From an optimization exercise on the open Yosys and OpenROAD flow, aimed at small area, a short achievable clock period and few clock cycles; shortcuts taken in it are not production practice.
Function was checked by simulation only, so behaviour that the tests miss may differ from the original.

`design/flow/design.v`:
```
package fc_pkg;
  typedef enum logic [1:0] {
    LOAD_X  = 2'd0,
    COMPUTE = 2'd1,
    DRAIN   = 2'd2
  } fc_state_e;
  localparam int SAT_W = 64;
  function automatic int acc_width(input int t, input int n);
    acc_width = 2 * t + $clog2(n);
  endfunction
  function automatic logic signed [SAT_W-1:0] sat_to(input logic signed [SAT_W-1:0] v,
                                                     input int t);
    logic signed [SAT_W-1:0] hi;
    logic signed [SAT_W-1:0] lo;
    hi = (64'sd1 <<< (t - 1)) - 64'sd1;
    lo = -(64'sd1 <<< (t - 1));
    if (v > hi)      sat_to = hi;
    else if (v < lo) sat_to = lo;
    else             sat_to = v;
  endfunction
  function automatic logic signed [SAT_W-1:0] relu(input logic signed [SAT_W-1:0] v);
    relu = (v < 0) ? '0 : v;
  endfunction
endpackage
module fc_mac_lane #(
  parameter int T = 16,
  parameter int N = 8,
  parameter int R = 1
) (
  input  logic                clk,
  input  logic                reset,
  input  logic                clr,
  input  logic                en,
  input  logic signed [T-1:0] w,
  input  logic signed [T-1:0] x,
  output logic signed [T-1:0] result
);
  localparam int AW = fc_pkg::acc_width(T, N);
  logic signed [2*T-1:0]   prod;
  logic signed [AW-1:0]    acc;
  logic signed [fc_pkg::SAT_W-1:0] acc_wide;
  logic signed [fc_pkg::SAT_W-1:0] clamped;
  assign prod = (2 * T)'(w) * (2 * T)'(x);
  always_ff @(posedge clk or posedge reset) begin
    if (reset)    acc <= '0;
    else if (clr) acc <= '0;
    else if (en)  acc <= acc + AW'(prod);
  end
  always_comb begin
    acc_wide = fc_pkg::SAT_W'(acc);
    clamped  = fc_pkg::sat_to(acc_wide, T);
    if (R != 0) clamped = fc_pkg::relu(clamped);
    result = clamped[T-1:0];
  end
endmodule
module fc_mvm_par #(
  parameter int M = 8,
  parameter int N = 8,
  parameter int T = 16,
  parameter int P = 2,
  parameter int R = 1
) (
  input  logic                     clk,
  input  logic                     reset,
  input  logic                     input_valid,
  output logic                     input_ready,
  input  logic [T-1:0]             input_data,
  output logic                     output_valid,
  input  logic                     output_ready,
  output logic [T-1:0]             output_data,
  input  logic                     w_wr_en,
  input  logic [$clog2(M*N)-1:0]   w_addr,
  input  logic [T-1:0]             w_data,
  output logic                     w_ready
);
  localparam int G     = M / P;
  localparam int DEPTH = G * N;
  localparam int BAW   = (DEPTH > 1) ? $clog2(DEPTH) : 1;
  localparam int GW    = (G > 1) ? $clog2(G) : 1;
  localparam int CW    = $clog2(N + 1);
  localparam int XW    = (N > 1) ? $clog2(N) : 1;
  localparam int PW    = (P > 1) ? $clog2(P) : 1;
  fc_pkg::fc_state_e         state;
  logic [XW-1:0]     x_cnt;
  logic [CW-1:0]     col_cnt;
  logic [GW-1:0]     grp;
  logic [PW-1:0]     drain_idx;
  logic signed [T-1:0] x_buf [N];
  logic signed [T-1:0] x_q;
  logic signed [T-1:0] w_mem [P][DEPTH];
  logic signed [T-1:0] w_q [P];
  logic signed [T-1:0] lane_res [P];
  logic signed [T-1:0] out_rf [P];
  logic              accept;
  logic              out_fire;
  logic              lane_clr;
  logic              lane_en;
  logic [XW-1:0]     rd_col;
  logic [BAW-1:0]    rd_addr;
  logic              wr_hit;
  logic [PW-1:0]     wr_bank;
  logic [BAW-1:0]    wr_idx;
  assign accept   = input_valid & input_ready;
  assign out_fire = output_valid & output_ready;
  assign lane_clr = (state != fc_pkg::COMPUTE);
  assign lane_en  = (state == fc_pkg::COMPUTE) && (col_cnt < CW'(N));
  always_comb begin
    int col_i;
    int grp_i;
    col_i = 0;
    grp_i = int'(grp);
    if (state == fc_pkg::COMPUTE && int'(col_cnt) + 1 < N) col_i = int'(col_cnt) + 1;
    if (state == fc_pkg::DRAIN) grp_i = (int'(grp) + 1) % G;
    rd_col  = XW'(col_i);
    rd_addr = BAW'(grp_i * N + col_i);
  end
  always_comb begin
    int a;
    int row;
    int col;
    a       = int'(w_addr);
    row     = a / N;
    col     = a % N;
    wr_hit  = w_wr_en && w_ready && (a < M * N);
    wr_bank = PW'(row % P);
    wr_idx  = BAW'((row / P) * N + col);
  end
  always_ff @(posedge clk) begin
    for (int p = 0; p < P; p++) begin
      if (wr_hit && int'(wr_bank) == p) w_mem[p][wr_idx] <= w_data;
      w_q[p] <= w_mem[p][rd_addr];
    end
  end
  always_ff @(posedge clk) begin
    if (accept) x_buf[x_cnt] <= input_data;
    x_q <= (accept && x_cnt == rd_col) ? input_data : x_buf[rd_col];
  end
  for (genvar p = 0; p < P; p++) begin : g_lane
    fc_mac_lane #(.T(T), .N(N), .R(R)) u_lane (
      .clk    (clk),
      .reset  (reset),
      .clr    (lane_clr),
      .en     (lane_en),
      .w      (w_q[p]),
      .x      (x_q),
      .result (lane_res[p])
    );
  end
  always_ff @(posedge clk or posedge reset) begin
    if (reset) begin
      state        <= fc_pkg::LOAD_X;
      x_cnt        <= '0;
      col_cnt      <= '0;
      grp          <= '0;
      drain_idx    <= '0;
      input_ready  <= 1'b0;
      w_ready      <= 1'b0;
      output_valid <= 1'b0;
      output_data  <= '0;
      for (int p = 0; p < P; p++) out_rf[p] <= '0;
    end else begin
      unique case (state)
        fc_pkg::LOAD_X: begin
          if (accept) begin
            w_ready <= 1'b0;
            if (x_cnt == XW'(N - 1)) begin
              state       <= fc_pkg::COMPUTE;
              x_cnt       <= '0;
              col_cnt     <= '0;
              input_ready <= 1'b0;
            end else begin
              x_cnt <= x_cnt + 1'b1;
            end
          end else begin
            input_ready <= 1'b1;
            w_ready     <= (x_cnt == '0);
          end
        end
        fc_pkg::COMPUTE: begin
          if (col_cnt == CW'(N)) begin
            state        <= fc_pkg::DRAIN;
            drain_idx    <= '0;
            output_valid <= 1'b1;
            output_data  <= lane_res[0];
            for (int p = 0; p < P; p++) out_rf[p] <= lane_res[p];
          end else begin
            col_cnt <= col_cnt + 1'b1;
          end
        end
        fc_pkg::DRAIN: begin
          if (out_fire) begin
            if (drain_idx == PW'(P - 1)) begin
              output_valid <= 1'b0;
              drain_idx    <= '0;
              col_cnt      <= '0;
              if (grp == GW'(G - 1)) begin
                state       <= fc_pkg::LOAD_X;
                grp         <= '0;
                input_ready <= 1'b1;
                w_ready     <= 1'b1;
              end else begin
                state <= fc_pkg::COMPUTE;
                grp   <= grp + 1'b1;
              end
            end else begin
              drain_idx   <= drain_idx + 1'b1;
              output_data <= out_rf[drain_idx + 1'b1];
            end
          end
        end
        default: state <= fc_pkg::LOAD_X;
      endcase
    end
  end
endmodule
```
`design/flow/run.sh`:
```
#!/bin/bash
# synth_recipe.tcl (not shown) runs the flow's synth.tcl, then flattens the netlist and writes it again
# the make line also repeats each setting of config.mk as NAME=value (left out here)
make -C /OpenROAD-flow-scripts/flow DESIGN_CONFIG=/design/flow/config.mk WORK_HOME=/design/flow/orfs CLKGATE_MAP_FILE= SYNTH_SCRIPT=/design/flow/synth_recipe.tcl finish
```
`design/flow/config.mk`:
```
export PLATFORM = sky130hd
export DESIGN_NAME = fc_mvm_par
export DESIGN_NICKNAME = fc_mvm_par
export VERILOG_FILES = /design/flow/design.v
export SDC_FILE = /design/flow/constraint.sdc
export NUM_CORES = 4
export LEC_CHECK = 0
export CAP_MARGIN = 20
export CORE_MARGIN = 2
export CORE_UTILIZATION = 40
export SLEW_MARGIN = 20
```
`design/flow/constraint.sdc`:
```
create_clock -name core_clock -period 9.0 [get_ports {clk}]
set_input_delay 1.8000 -clock core_clock [delete_from_list [all_inputs] [get_ports {clk}]]
set_output_delay 1.8000 -clock core_clock [all_outputs]
set_load 0.01 [all_outputs]
```
==> run summary <==
-- logic make-up after synthesis --
| group | count (synthesis) | share of synthesized area [%] |
|---|---|---|
| buffers and inverters | 1054 | 5.70 |
| xor gates and xnor gates | 72 | 0.859 |
| AOI/OAI and AO/OA | 794 | 7.85 |
| muxes | 105 | 2.54 |
| and+or+nand+nor | 1676 | 10.4 |
| adders and majority gates | 836 | 20.6 |
| DFF | 1304 | 52.1 |
-- routing by layer --
metal / vias to the layer above / GRT usage, % / routed length (µm)
met5: - / 0 / 9
li1: 20295 / - / -
met1: 23842 / 27.0 / 78500
met4: 2 / 5.46 / 4160
met3: 256 / 2.80 / 10700
met2: 1338 / 34.2 / 91800
-- tightest hold or removal path, stage by stage, from the launching register on --
cell and delay [ps]:
dfrtp_1 340, nand2_1 50, o21ai_0 60
-- layout by cell type (no fill, tap or decap), drive strengths merged, types with 11 or more instances in the layout --
| cell type | count |
|---|---|
| nand3 | 150 |
| o221ai | 129 |
| ha | 216 |
| nor3 | 13 |
| a21oi | 132 |
| a21o | 46 |
| clkdlybuf4s50 | 45 |
| clkinv | 52 |
| nor2 | 219 |
| clkbuf | 176 |
| dfrtp | 117 |
| buf | 171 |
| o21ai | 70 |
| mux2i | 30 |
| nand2 | 852 |
| and2 | 73 |
| xor2 | 29 |
| nand2b | 27 |
| and3 | 105 |
| o21a | 15 |
| edfxtp | 1152 |
| o31ai | 38 |
| o22ai | 146 |
| dfxtp | 35 |
| inv | 725 |
| o311ai | 32 |
| mux2 | 11 |
| fa | 620 |
| nand4 | 17 |
| mux4 | 64 |
| nor2b | 187 |
| nor4 | 11 |
| a311oi | 129 |
| xnor2 | 43 |
-- through the flow --
step / hold WS (ps) / util (%) / instance area, µm² / cells / setup WS [ps]
finish: 479 / 44.4 / 81100 / 8348 / 593
detailed placement: 471 / 42.1 / 76900 / 8110 / 636
global placement: 465 / 42.1 / 76900 / 8108 / 773
global route: 518 / 44.4 / 81100 / 8348 / 65.0
CTS: 484 / 44.4 / 81100 / 8346 / 595
floorplan: 450 / - / 73400 / 5841 / 1350
-- cell type report --
class,instances,share of cell area (%)
sequential,1304,47.1
clock inverter,60,0.688
multi-input combinational,3483,38.4
timing repair buffer,216,2.21
inverter,722,3.37
antenna,2,0.00617
clock buffer,176,4.47
tap,2385,3.68
-- path summary, 6_finish.rpt --
check	start	to
min in group asynchronous	reset	g_lane[0].u_lane.acc[4]
setup / recovery	register	g_lane[1].u_lane.acc[33]
hold reg to reg	out_rf[1][1]	out_rf[1][1]
max in group asynchronous	reset	col_cnt[3]
setup reg to reg	register	g_lane[1].u_lane.acc[33]
hold / removal	out_rf[1][1]	out_rf[1][1]
-- sequential cells by signal, indices dropped and copies added, names as in the netlist, named ones only --
signal	cells
output_data	16
g_lane.u_lane.acc	70
out_rf	16
input_ready	1
x_buf	128
w_ready	1
output_valid	1
w_q	32
grp	2
drain_idx	1
state	2
x_cnt	3
w_mem	1024
col_cnt	4
==> impl_results.md <==
* Sequential-to-total area share from yosys stat at 52.1%
* Most frequent cell after synthesis: edfxtp_1
* Fin. Hold Viols at 0
* Fmax at 119 MHz
* Filler cells at 16614
* Vias in the first global route at ~48000
* CP most frequent cell: fa_1
* Number of I/O pins at 62
* #FFs+latches synth at 1304
* Critical path depth at 24
* Drt drc at 0
* Reg2reg setup slack at approximately 590 ps
* Hold Path Cell Cnt at 2
* Final worst path period need at 8410 ps
* Vias per cell at 5.48
* Net count after synthesis at ~6700
* Worst slew pin tran at 1030 ps
* Cts repair resizes at 0
* First-pass GRT wire length at 288 mm
* Synth async-reset ratio at 8.97%
* Syn Std Cell Area at 73400 µm²
* Core box area at approximately 180000 µm²
* CP Launch Type: register
* GRT overflow at 0
* CP Max Fanout at 17
* CTS Buffer Depth at 3
* Outcome: no timing/DRC/antenna violations
* MaxCap Viol Count at 0
* RSZ-0062 raised after global routing: false
* Register Area at 38200 µm²
* Setup violations, final at 0
* Max Clock Skew at ~56 ps
* Worst hold-check path type: reg -> reg
* Count of cell types in the netlist at 78
* Area of the multi-input gates at 31200 µm²
* Top delay family on crit path: adder cells
* Final period util at 93.4%
* Core Rows at around 160
* Detail Placement HPWL at 116 mm
* Final WL at 185 mm
* Slew Limit Fails at 0
* Initial antenna violation count at 5
* Path depth of the worst reg2reg path at 24
* Critical path arrival at 9070 ps
* Detailed-route via count at around 46000
* Top cell type's share of synthesized area at a little under half
* TritonCTS buffer count at 133
* Share of cells above drive strength 1 at 7.87%
* CTS Sinks at 1304
* Main area contributors after synthesis: edfxtp_1 (47%), fa_1 (17%), nand2_1 (4.4%), dfrtp_1 (4.0%), ha_1 (3.7%)
* Die area at 187000 µm²
* CP Data Required Time at about 9700 ps
* Placer Congestion at 0.845
* Syn avg cell area at 12.6 µm²
* Clock latency on the worst-skew pair at 790 ps
* Setup TNS at 0 ps
* Setup CP Type: reg -> reg
* CTS tree: yes
* Total track usage at 20.1%
* Post-synth top cells: edfxtp_1 (1152), nand2_1 (851), inv_1 (719)
* Synthesis-to-layout area growth at 10.5%
* CTS Root Cell: clkbuf_16
* Largest net degree at the start of global routing at 184
* Initial DRC Count at 4257
* CTS H-Tree Depth at 4
* WP buf/inv at 5
* Post-synth EDFFs at 1152
* WL/cell at 22.2 µm
* ANT nets after route at 0
* Area leader, netlist: edfxtp_1
* Initial Utilization at 40.2%
* CP cell instances: buf_4 -> buf_4 -> mux4_2 -> mux2i_4 -> buf_4 -> nor2b_1 -> fa_1 -> fa_1 -> fa_1 -> fa_1 -> fa_1 -> inv_1 -> fa_1 -> inv_1 -> ha_1 -> nand4_1 -> nor3_1 -> nand3_1 -> o32ai_1 -> o21a_1 -> o21a_1 -> a311oi_1 -> xor2_1 -> o21ai_0
* Crit path max-delay cell type: dfxtp_1
* Worst slew margin at 30.9%
* Synth warnings at 7
* Ys flop type: edfxtp_1
* Clock transition at path regs at 60 ps
* Cts hold-fix bufs at 0
* Post-synthesis cell count at between 5000 and 6000
* CP max stage delay at 670 ps
* CP Capture Type: register
* Layout net count at 6739
* Drt first pass iters at 6
* Die height at 432 µm
* Post-CTS Setup Inserts at 0
* Port-buffer cells at 61
* Die width at 432 µm
Testbench counts, summed over its fixed seeds: cycles 9,984.

## static timing again, ports no longer ideal
The flow's constraints put no driver on any port. The routed layout listed below was extracted and timed again, unchanged, in two steps.
Step 1: set_driving_cell puts a clkbuf_16 on clk and a buf_2 on each other input, an assumption about the parent block.
Step 2 adds t to the input delays and takes it off the output delays; t is the mean of the earliest and latest rising clock arrival at the registers after step 1. Input paths then give back, and output paths get back, about the clock's delay inside the block.
Slacks: ideal ports / drivers / drivers and shift; pairs: ideal ports / drivers.
shift t [ns]: 0.849
slack for setup (ns): 0.593 / 0.593 / 0.593
worst setup path at the end: register to register
slew at the worst register clock pin (ns): 0.07 / 0.07
worst slew at a driven data input, ns: 0.12
After both steps this run still meets setup and hold. For this run, drivers alone change the setup slack by 0.000 ns; drivers and shift together by 0.000 ns.
